This design comes from an exercise in tuning for small area, a short achievable clock period and few clock cycles on the open sky130 flow, not from production work. The RTL was checked by simulation tests, not by an equivalence proof against the original design. Power is estimated from default activity; no workload was simulated.

<file path="flow/design.v">
module conv_window_gen #(
  parameter int unsigned IMG_W  = 30,
  parameter int unsigned IMG_H  = 30,
  parameter int unsigned PIX_W  = 48,
  parameter int unsigned ADDR_W = 10
) (
  input  logic                 clk,
  input  logic                 rst,
  input  logic                 start,
  output logic                 rom_en,
  output logic [ADDR_W-1:0]    rom_addr,
  input  logic [PIX_W-1:0]     rom_data,
  output logic                 win_valid,
  input  logic                 win_ready,
  output logic [9*PIX_W-1:0]   win_data,
  output logic [4:0]           win_row,
  output logic [4:0]           win_col,
  output logic                 busy,
  output logic                 done
);
  localparam int unsigned NPix   = IMG_W * IMG_H;
  localparam int unsigned Depth  = 2 * IMG_W + 3;
  localparam int unsigned NPush  = NPix + IMG_W + 1;    
  localparam int unsigned CntW   = $clog2(NPush + 1);
  localparam int unsigned NMask  = 8;                   
  localparam int unsigned MaskW  = PIX_W / NMask;       
  localparam logic [CntW-1:0]   LastPix  = CntW'(NPix - 1);
  localparam logic [CntW-1:0]   LastPush = CntW'(NPush - 1);
  localparam logic [CntW-1:0]   PreWin   = CntW'(IMG_W);
  localparam logic [ADDR_W-1:0] LastAddr = ADDR_W'(NPix - 1);
  localparam logic [4:0]        ColLast  = 5'(IMG_W - 1);
  localparam logic [4:0]        ColPre   = 5'(IMG_W - 2);
  localparam logic [4:0]        RowPre   = 5'(IMG_H - 2);
  logic              busy_q, done_q;
  logic              en_q, vld_q;
  logic [ADDR_W-1:0] addr_q;
  logic [CntW-1:0]   pix_q;             
  logic              ph_data_q;         
  logic              ph_flush_q;        
  logic              fin_q;             
  logic              win_on_q;          
  logic              win_valid_q;
  logic [4:0]        row_q, col_q;
  logic [8:0]        mask_q [NMask];    
  logic [PIX_W-1:0]  sr_q [Depth];
  logic can_push, push, lost, load_win, last_hs, accept;
  assign can_push = !win_valid_q || win_ready;
  assign push     = can_push && ((ph_data_q && vld_q) || ph_flush_q);
  assign lost     = ph_data_q && vld_q && !can_push;
  assign load_win = push && win_on_q;
  assign last_hs  = fin_q && win_valid_q && win_ready;
  assign accept   = start && !busy_q && !done_q;
  logic [4:0] row_n, col_n;
  logic       row_end, col_pre, row_wrap, row_pre;
  assign row_end  = (col_q == ColLast);
  assign col_pre  = (col_q == ColPre);
  assign row_wrap = (row_q == 5'h1f);
  assign row_pre  = (row_q == RowPre);
  assign col_n    = row_end ? 5'd0 : col_q + 1'b1;
  assign row_n    = row_end ? row_q + 1'b1 : row_q;
  logic [8:0] mask_n [NMask];
  for (genvar c = 0; c < NMask; c++) begin : g_mask_n
    logic top_n, bot_n, lft_n, rgt_n;
    assign lft_n = mask_q[c][5];
    assign rgt_n = !mask_q[c][5] && col_pre;
    assign top_n = mask_q[c][5] ? row_wrap : mask_q[c][1];
    assign bot_n = mask_q[c][5] ? row_pre  : mask_q[c][7];
    assign mask_n[c] = {bot_n | rgt_n, bot_n, bot_n | lft_n,
                        rgt_n,         1'b0,  lft_n,
                        top_n | rgt_n, top_n, top_n | lft_n};
  end
  always_ff @(posedge clk or posedge rst) begin
    if (rst) begin
      busy_q      <= 1'b0;
      done_q      <= 1'b0;
      en_q        <= 1'b0;
      vld_q       <= 1'b0;
      addr_q      <= '0;
      pix_q       <= '0;
      ph_data_q   <= 1'b0;
      ph_flush_q  <= 1'b0;
      fin_q       <= 1'b0;
      win_on_q    <= 1'b0;
      win_valid_q <= 1'b0;
      row_q       <= '0;
      col_q       <= '0;
    end else begin
      done_q <= last_hs;
      if (accept) begin
        busy_q     <= 1'b1;
        en_q       <= 1'b1;
        vld_q      <= 1'b0;
        addr_q     <= '0;
        pix_q      <= '0;
        ph_data_q  <= 1'b1;
        ph_flush_q <= 1'b0;
        fin_q      <= 1'b0;
        win_on_q   <= 1'b0;
        row_q      <= 5'h1f;
        col_q      <= ColLast;
      end else begin
        if (last_hs) busy_q <= 1'b0;
        vld_q <= en_q && !lost;
        if (lost) begin
          en_q   <= 1'b1;
          addr_q <= pix_q[ADDR_W-1:0];
        end else if (en_q) begin
          en_q   <= (addr_q != LastAddr);
          addr_q <= addr_q + 1'b1;
        end
        if (push) begin
          pix_q <= pix_q + 1'b1;
          if (pix_q == LastPix) begin
            ph_data_q  <= 1'b0;
            ph_flush_q <= 1'b1;
          end
          if (pix_q == LastPush) begin
            ph_flush_q <= 1'b0;
            fin_q      <= 1'b1;
          end
          if (pix_q == PreWin) win_on_q <= 1'b1;
        end
        if (load_win) begin
          row_q  <= row_n;
          col_q  <= col_n;
        end
      end
      if (load_win) win_valid_q <= 1'b1;
      else if (win_ready) win_valid_q <= 1'b0;
    end
  end
  always_ff @(posedge clk) begin
    for (int c = 0; c < NMask; c++) begin
      if (accept) mask_q[c] <= 9'b000_100_000;
      else if (load_win) mask_q[c] <= mask_n[c];
    end
  end
  always_ff @(posedge clk) begin
    if (push) begin
      sr_q[0] <= ~rom_data;
      for (int t = 1; t < Depth; t++) sr_q[t] <= sr_q[t-1];
    end
  end
  for (genvar i = 0; i < 3; i++) begin : g_row
    for (genvar j = 0; j < 3; j++) begin : g_col
      localparam int unsigned TapIJ = 2 * IMG_W + 2 - i * IMG_W - j;
      for (genvar c = 0; c < NMask; c++) begin : g_slice
        assign win_data[PIX_W*(3*i+j) + MaskW*c +: MaskW] =
            ~(sr_q[TapIJ][MaskW*c +: MaskW] | {MaskW{mask_q[c][3*i+j]}});
      end
    end
  end
  assign rom_en    = en_q;
  assign rom_addr  = addr_q;
  assign win_valid = win_valid_q;
  assign win_row   = row_q;
  assign win_col   = col_q;
  assign busy      = busy_q;
  assign done      = done_q;
endmodule
</file>
<file path="flow/flow/run.sh">
#!/bin/bash
# Layout flow: the standard ORFS flow (standard.sh, standard synthesis unchanged) with
#  - a leaner clock tree: larger sink clusters and no dummy loads, so fewer buffer levels;
#  - plain buffers (sky130 buf_1, upsized by timing repair where needed) on every port.
# make's full output goes to flow_make.log here; each ORFS step logs under orfs/logs/.
set -euo pipefail
export CTS_ARGS="-sink_clustering_enable -repair_clock_nets -dont_use_dummy_load -sink_clustering_size 25 -sink_clustering_max_diameter 80"
export BUFFER_PORTS_ARGS="-buffer_cell sky130_fd_sc_hd__buf_1"
bash standard.sh > flow_make.log 2>&1
</file>
<file path="flow/standard.sh">
#!/bin/bash
# synth_recipe.tcl (not shown) runs the flow's synth.tcl, then flattens the netlist and writes it again
# the make line also repeats each setting of config.mk as NAME=value (left out here)
make -C /OpenROAD-flow-scripts/flow DESIGN_CONFIG=/design/flow/config.mk WORK_HOME=/design/flow/orfs CLKGATE_MAP_FILE= SYNTH_SCRIPT=/design/flow/synth_recipe.tcl "${@:-finish}"
</file>
<file path="flow/config.mk">
export PLATFORM = sky130hd
export DESIGN_NAME = conv_window_gen
export DESIGN_NICKNAME = conv_window_gen
export VERILOG_FILES = /design/flow/design.v
export SDC_FILE = /design/flow/constraint.sdc
export NUM_CORES = 4
export LEC_CHECK = 0
export CAP_MARGIN = 20
export CORE_ASPECT_RATIO = 3.0
export CORE_MARGIN = 2
export CORE_UTILIZATION = 62
export SETUP_SLACK_MARGIN = 2.3
export SLEW_MARGIN = 20
</file>
<file path="flow/constraint.sdc">
create_clock -name core_clock -period 5.0 [get_ports {clk}]
set_input_delay 1.0000 -clock core_clock [delete_from_list [all_inputs] [get_ports {clk}]]
set_output_delay 1.0000 -clock core_clock [all_outputs]
set_load 0.01 [all_outputs]
</file>
==> results.ini, run 1 <==
[run_status]
outcome = no timing/DRC/antenna violations

[grt]
grt_max_degree = 220
grt_pass1_wl_microns = 202000
grt-ovfl-total = 0
track_usage = 0.165
antenna_found_initial = 4
first_global_vias = 35100

[synthesis]
synth_edf_count = 3024
ys_ff_latch = 3127
synth.avg_cell_area_sq_um = 24.3
synthTopCellsByArea = edfxtp_1, nor2_1, dfxtp_1
synth_ff_type = edfxtp_1
synth.top_cell.area_share = 0.934
ys_warn_count = 4
async_flop_share = 0.0125
yosysSeqAreaShare = 0.957
synthesis.area_sq_um = 97200
ys_types = 50
syn_nets = 4067
synthCells = 4006
synth_top_cell_by_area = edfxtp_1

[sta]
rsz0062_at_grt = yes
period_share = 0.526
final.setup_skew_ns = 0.0567
worst_slew_margin_rel = 0.288
finalCriticalPeriod_ns = 2.63
fin_setup_tns_ns = 0
drv_slew = 0
final_hold_viol_count = 0
fin_ws_ns = 2.37
fmaxAchievable_mhz = 380
setup_violations = 0
worst_pin_slew_ns = 1.07

[cts]
cts_sinks = 3127
root_buffer = clkbuf_16
numCtsBuffers = 151
htreeDepth = 4
clockBufferDepth = 4
clkLatencyLatePin_ns = 0.80
cts_tree = built
clk_pin_slew_ns = 0.10

[pwr]
power.density_nw_per_um2 = 725
peakVddDrop_v = 0.000927
power_mw = 77.1
power_leakage_nw = 35.2

[placed_design]
post-place-ws_ns = 1.65
portBuffers = 507
place.gp.congestion = 0.727
dp_hpwl_microns = 75500

[setup_path]
start_kind = register
path_max_fanout = 2
worstPathArrival_ns = 1.63
required_ns = 4.00
critical_path_class = reg -> out
end_kind = output pin

[route]
wire_per_inst_microns = 20.0
drtIter0Drc = 3280
vias = 36200
drcViolationCount = 0
ant_nets = 0
dr.pass1.iters = 6
viasPerCell = 5.39
drt_wl_total_microns = 134000

[finish]
syn_to_final_growth_pct = 9.40
nFillCells = 9868
drive_above_1_share = 0.0705
seq_area_sq_um = 93200
nets = 4746
multi_input_area_sq_um = 3580

[floorplan]
dieHeight_microns = 690
initial_utilization = 0.624
die_area_sq_um = 160000
pin_count = 508
core_sq_um = 156000
fp.dieW_microns = 233
rows = 251

[min_path]
hold_class = in -> async

[flow_run]
drv_cap = 0

==> cell type report <==
cell class,instances,share of cell area
flip-flops and latches,3127,0.876
clock buffers,151,0.0355
multi-input cells,722,0.0337
repair buffers,579,0.0269
well taps,2024,0.0238
inverters,104,0.00367
diodes,3,0.0000706
==> routing by layer <==
metal	wire (microns)	up-vias	global-route usage
met5	0	-	0
met3	6160	178	0.0226
met4	3490	0	0.0518
met2	63300	894	0.257
li1	-	16600	-
met1	61500	18500	0.249
==> final timing paths <==
kind | from | end | slack [ns] | cells after the start
setup / recovery | sr_q[30][16] | win_data[256] | 2.37 | 2
hold / removal | rst | row_q[2] | 0.37 | 3
setup reg to reg | win_valid_q | addr_q[3] | 2.51 | 4
hold reg to reg | sr_q[2][42] | sr_q[3][42] | 0.39 | 0
max in group asynchronous | rst | pix_q[1] | 4.23 | 3
min in group core_clock | sr_q[2][42] | sr_q[3][42] | 0.39 | 0
==> cell families after synthesis <==
| kind of cell | Yosys count | synth area share |
|---|---|---|
| compound gates | 97 | 0.00668 |
| buf+inv | 157 | 0.00656 |
| simple gates | 582 | 0.0249 |
| xor+xnor | 17 | 0.00153 |
| flops | 3127 | 0.957 |
| mux | 17 | 0.00175 |
| fa+ha+maj | 9 | 0.00116 |
==> Yosys cell counts, types with 3 or more instances <==
master    number
a211oi_1      14
a21oi_1       33
a221o_1        8
a31oi_1        3
and3_1         6
buf_2         12
buf_6          4
clkbuf_1      36
dfrtp_1       39
dfxtp_1       64
edfxtp_1    3024
ha_1           9
inv_1        104
mux2i_1       17
nand2_1       69
nand2_2        4
nand2b_1      10
nand3_1       13
nand4_1        9
nor2_1       427
nor3_1        22
nor4_1         4
o211ai_1      11
o21ai_0       12
o311ai_0       4
o311ai_1       5
or3_1          5
xnor2_1       12
xor2_1         5
==> worst max-delay path, stage by stage (launching register included) <==
cell and delay, ns:
edfxtp_1 0.49, nor2_2 0.19, buf_1 0.17
==> metrics by stage <==
step / hold WS (ns) / cells / util / instance area [sq um]
after floorplan: 0.400 / 4006 / - / 97200
after global placement: 0.400 / 6548 / 0.656 / 102000
after detailed placement: 0.405 / 6548 / 0.656 / 102000
after CTS: 0.300 / 6706 / 0.682 / 106000
after global routing: 0.367 / 6708 / 0.683 / 106000
final: 0.374 / 6710 / 0.683 / 106000
==> state kept, by name, indices dropped and copies added, names as in the netlist <==
register     cells
en_q             1
ph_flush_q       1
done_q           1
addr_q          10
mask_q          64
sr_q          3024
pix_q           10
win_valid_q      1
vld_q            1
win_on_q         1
busy_q           1
col_q            5
row_q            5
ph_data_q        1
fin_q            1
==> power by group <==
group | internal, mW | switching, mW
registers | 47.7 | 4.35
logic | 2.32 | 10.2
clock network | 5.43 | 7.15
==> layout by cell type (no fill, tap or decap), types with 33 or more instances in the layout <==
cell	n
a21oi_1	33
buf_1	485
buf_4	42
clkbuf_16	151
dfrtp_1	39
dfxtp_2	35
edfxtp_1	3024
inv_1	104
nand2_1	69
nor2_1	414
==> timing repair <==
item	CTS	global route
pin swaps	1	0
hold buffers	0	0
resized for setup	119	14
setup endpoints to repair	301	28
buffers inserted	7	0
Testbench counts, summed over its fixed seeds: cycles 22,456.
==> run 2: changes to the inputs <==
--- a/flow/config.mk
+++ b/flow/config.mk
@@ -7,7 +7,6 @@
 export LEC_CHECK = 0
 export CAP_MARGIN = 20
-export CORE_ASPECT_RATIO = 3.0
 export CORE_MARGIN = 2
-export CORE_UTILIZATION = 62
+export CORE_UTILIZATION = 70
 export SETUP_SLACK_MARGIN = 2.3
 export SLEW_MARGIN = 20
==> results.ini, run 2 <==
[run_status]
outcome = no timing/DRC/antenna violations  ; unchanged

[sta]
final.setup_skew_ns = 0.0425  ; was 0.0567 ns
hold_ws_ns = 0.323  ; was 0.374 ns
final_hold_viol_count = 0  ; unchanged
fmaxAchievable_mhz = 378  ; was 380 MHz
period_share = 0.529  ; was 0.526
fin_setup_tns_ns = 0  ; unchanged
drv_slew = 0  ; unchanged
worst_pin_slew_ns = 1.03  ; was 1.07 ns
finalCriticalPeriod_ns = 2.65  ; was 2.63 ns
worst_slew_margin_rel = 0.315  ; was 0.288
fin_ws_ns = 2.35  ; was 2.37 ns
rsz0062_at_grt = no  ; was yes
setup_violations = 0  ; unchanged

[cts]
root_buffer = clkbuf_16  ; unchanged
htreeDepth = 4  ; unchanged
clockBufferDepth = 3  ; was 4
numCtsBuffers = 143  ; was 151
cts_sinks = 3127  ; unchanged
ctsHoldBuffers = 0  ; unchanged
clk_pin_slew_ns = 0.10  ; about the same
cts_tree = built  ; unchanged
clkLatencyLatePin_ns = 0.77  ; was 0.80 ns

[synthesis]
synth_top_cell_by_area = edfxtp_1  ; unchanged
ys_ff_latch = 3127  ; unchanged
synthesis.area_sq_um = 97200  ; unchanged
ys_warn_count = 4  ; unchanged
synthTopCellsByArea = edfxtp_1, nor2_1, dfxtp_1  ; unchanged
synth.most_common_cell = edfxtp_1  ; unchanged
synth_ff_type = edfxtp_1  ; unchanged
yosysSeqAreaShare = 0.957  ; unchanged
synth_common_cells = edfxtp_1, nor2_1, inv_1  ; unchanged
synthCells = 4006  ; unchanged
synth.top_cell.area_share = 0.934  ; unchanged
syn_nets = 4067  ; unchanged
synth_edf_count = 3024  ; unchanged
ys_types = 50  ; unchanged
synth.avg_cell_area_sq_um = 24.3  ; unchanged
async_flop_share = 0.0125  ; unchanged

[finish]
mostFrequentLayoutCell = edfxtp_1  ; unchanged
nets = 4749  ; was 4746
seq_area_sq_um = 93200  ; about the same
drive_above_1_share = 0.0696  ; was 0.0705
largest_reg_flops = 3024  ; unchanged
multi_input_area_sq_um = 3560  ; was 3580 sq um
fin_area_sq_um = 106000  ; about the same
syn_to_final_growth_pct = 8.90  ; was 9.40%
final_cell_mix = edfxtp_1, buf_1, nor2_1  ; unchanged
regMostFlops = sr_q  ; unchanged
top_regs = sr_q x3024, mask_q x64  ; unchanged
nFillCells = 7212  ; was 9868

[route]
drcViolationCount = 0  ; unchanged
drt_wl_total_microns = 129000  ; was 134000 microns
wire_per_inst_microns = 19.8  ; was 20.0 microns
drtIter0Drc = 3547  ; was 3280
viasPerCell = 5.53  ; was 5.39
dr.pass1.iters = 5  ; was 6
ant_nets = 0  ; unchanged
vias = 35900  ; was 36200

[setup_path]
max_stage_delay_ns = 0.55  ; was 0.49 ns
crit_slowest_cell = dfrtp_1  ; was edfxtp_1
start_kind = register  ; unchanged
required_ns = 4.00  ; about the same
rrSetupSlack_ns = 2.50  ; was 2.51 ns
end_kind = output pin  ; unchanged
crit_chain = buf_1  ; was nor2_2, buf_1
worstPathArrival_ns = 1.65  ; was 1.63 ns
crit_family = flip-flops  ; unchanged
critical_path_class = reg -> out  ; unchanged
worst-path-buf-inv = 1  ; unchanged
path_max_fanout = 4  ; was 2

[grt]
grt_pass1_wl_microns = 191000  ; was 202000 microns
antenna_found_initial = 13  ; was 4
grt_max_degree = 178  ; was 220
first_global_vias = 33600  ; was 35100
track_usage = 0.179  ; was 0.165
grt-ovfl-total = 0  ; unchanged

[floorplan]
core_sq_um = 138000  ; was 156000 sq um
fp.dieW_microns = 377  ; was 233 microns
rows = 136  ; was 251
pin_count = 508  ; unchanged
die_area_sq_um = 142000  ; was 160000 sq um
dieHeight_microns = 377  ; was 690 microns
initial_utilization = 0.706  ; was 0.624

[placed_design]
dpl_cell_area_sq_um = 102000  ; about the same
post-place-ws_ns = 1.60  ; was 1.65 ns
place.gp.congestion = 0.786  ; was 0.727
portBuffers = 507  ; unchanged
dp_hpwl_microns = 76300  ; was 75500 microns

[min_path]
hold_class = in -> async  ; unchanged

[pwr]
power_leakage_nw = 35.1  ; was 35.2 nW
peakVddDrop_v = 0.000709  ; was 0.000927 V
power.density_nw_per_um2 = 724  ; was 725 nW/um^2

[flow_run]
drv_cap = 0  ; unchanged

## run 2: final timing paths
| check | start | endpoint | cells past startpoint |
|---|---|---|---|
| max reg2reg | ph_data_q | sr_q[35][38] | 6 |
| min reg2reg | sr_q[4][11] | sr_q[5][11] | 0 |
| min | rst | pix_q[1] | 3 |
| max | busy_q | busy | 1 |
| min in group core_clock | sr_q[4][11] | sr_q[5][11] | 0 |
| max in group asynchronous | rst | col_q[4] | 3 |
## run 2: metal layers
layer / track usage / routed length, microns
met3: 0.0462 / 9510
met2: 0.259 / 56800
met5: 0 / 21
met1: 0.280 / 59600
met4: 0.0486 / 2650
## run 2: area by class of cell
type                            instances  share of cell area
Inverter                              104             0.00369
Antenna cell                            2           0.0000473
Timing Repair Buffer                  589              0.0275
Multi-Input combinational cell        723              0.0337
Tap cell                             1794              0.0212
Sequential cell                      3127               0.880
Clock buffer                          143              0.0338
## run 2: timing repair
item                                    4_1_cts  5_1_grt
gates resized for setup                      80       12
pin swaps                                     1        1
cloned                                        1        0
endpoints found under the setup margin     1076      936
buffers inserted                              1        2
## run 2: logic make-up after synthesis
| kind of cell | share of synthesized area |
|---|---|
| AO/OA/AOI/OAI | 0.00668 |
| AND/OR/NAND/NOR | 0.0249 |
| flip-flops | 0.957 |
| buffers and inverters | 0.00656 |
| XOR/XNOR | 0.00153 |
| multiplexers | 0.00175 |
| adder cells (fa/ha/maj) | 0.00116 |
## run 2: per-stage QoR
step	power (mW)	util	std cells
2_1_floorplan	37.8	-	4006
3_3_place_gp	64.4	0.742	6333
3_5_place_dp	65.4	0.742	6333
4_1_cts	77.5	0.769	6478
5_1_grt	80.4	0.769	6480
6_report	76.6	0.769	6482
## run 2: worst min-delay path: stages
cell   delay, ns
buf_1       0.08
inv_1       0.04
buf_4       0.44
## run 2: power by group
| group | total, mW | internal [mW] | switching (mW) |
|---|---|---|---|
| registers | 52.0 | 47.6 | 4.40 |
| logic | 12.7 | 2.46 | 10.2 |
| clock network | 11.9 | 5.12 | 6.83 |

## what the ideal ports hide
Ports are ideal in the flow. The routed layouts listed here were re-timed in OpenROAD.
Step 1 (the two cells are an assumption about what drives the block):
set clk [get_ports {clk}]
set_driving_cell -lib_cell sky130_fd_sc_hd__clkbuf_16 $clk
set_driving_cell -lib_cell sky130_fd_sc_hd__buf_2 [delete_from_list [all_inputs] $clk]
Step 2 adds t to the input delays and takes it off the output delays; t is the mean of the earliest and latest rising clock arrival at the registers after step 1. Input paths then give back, and output paths get back, about the clock's delay inside the block.
Three values: ideal, step 1, step 2; two values: the first two.
run | shift t [ns] | slack for setup (ns) | clock arrival spread, ns | worst register clock-pin slew, ns | worst data-port slew with drivers (ns)
run 1 | 0.863 | 2.371 / 2.282 / 1.808 | 0.060 / 0.061 | 0.10 / 0.10 | 0.07
run 2 | 0.841 | 2.353 / 2.266 / 1.794 | 0.057 / 0.057 | 0.10 / 0.10 | 0.19
After both steps every run listed still meets setup and hold. For run 1, which loses most, drivers alone change the setup slack by -0.089 ns; drivers and shift together by -0.563 ns.
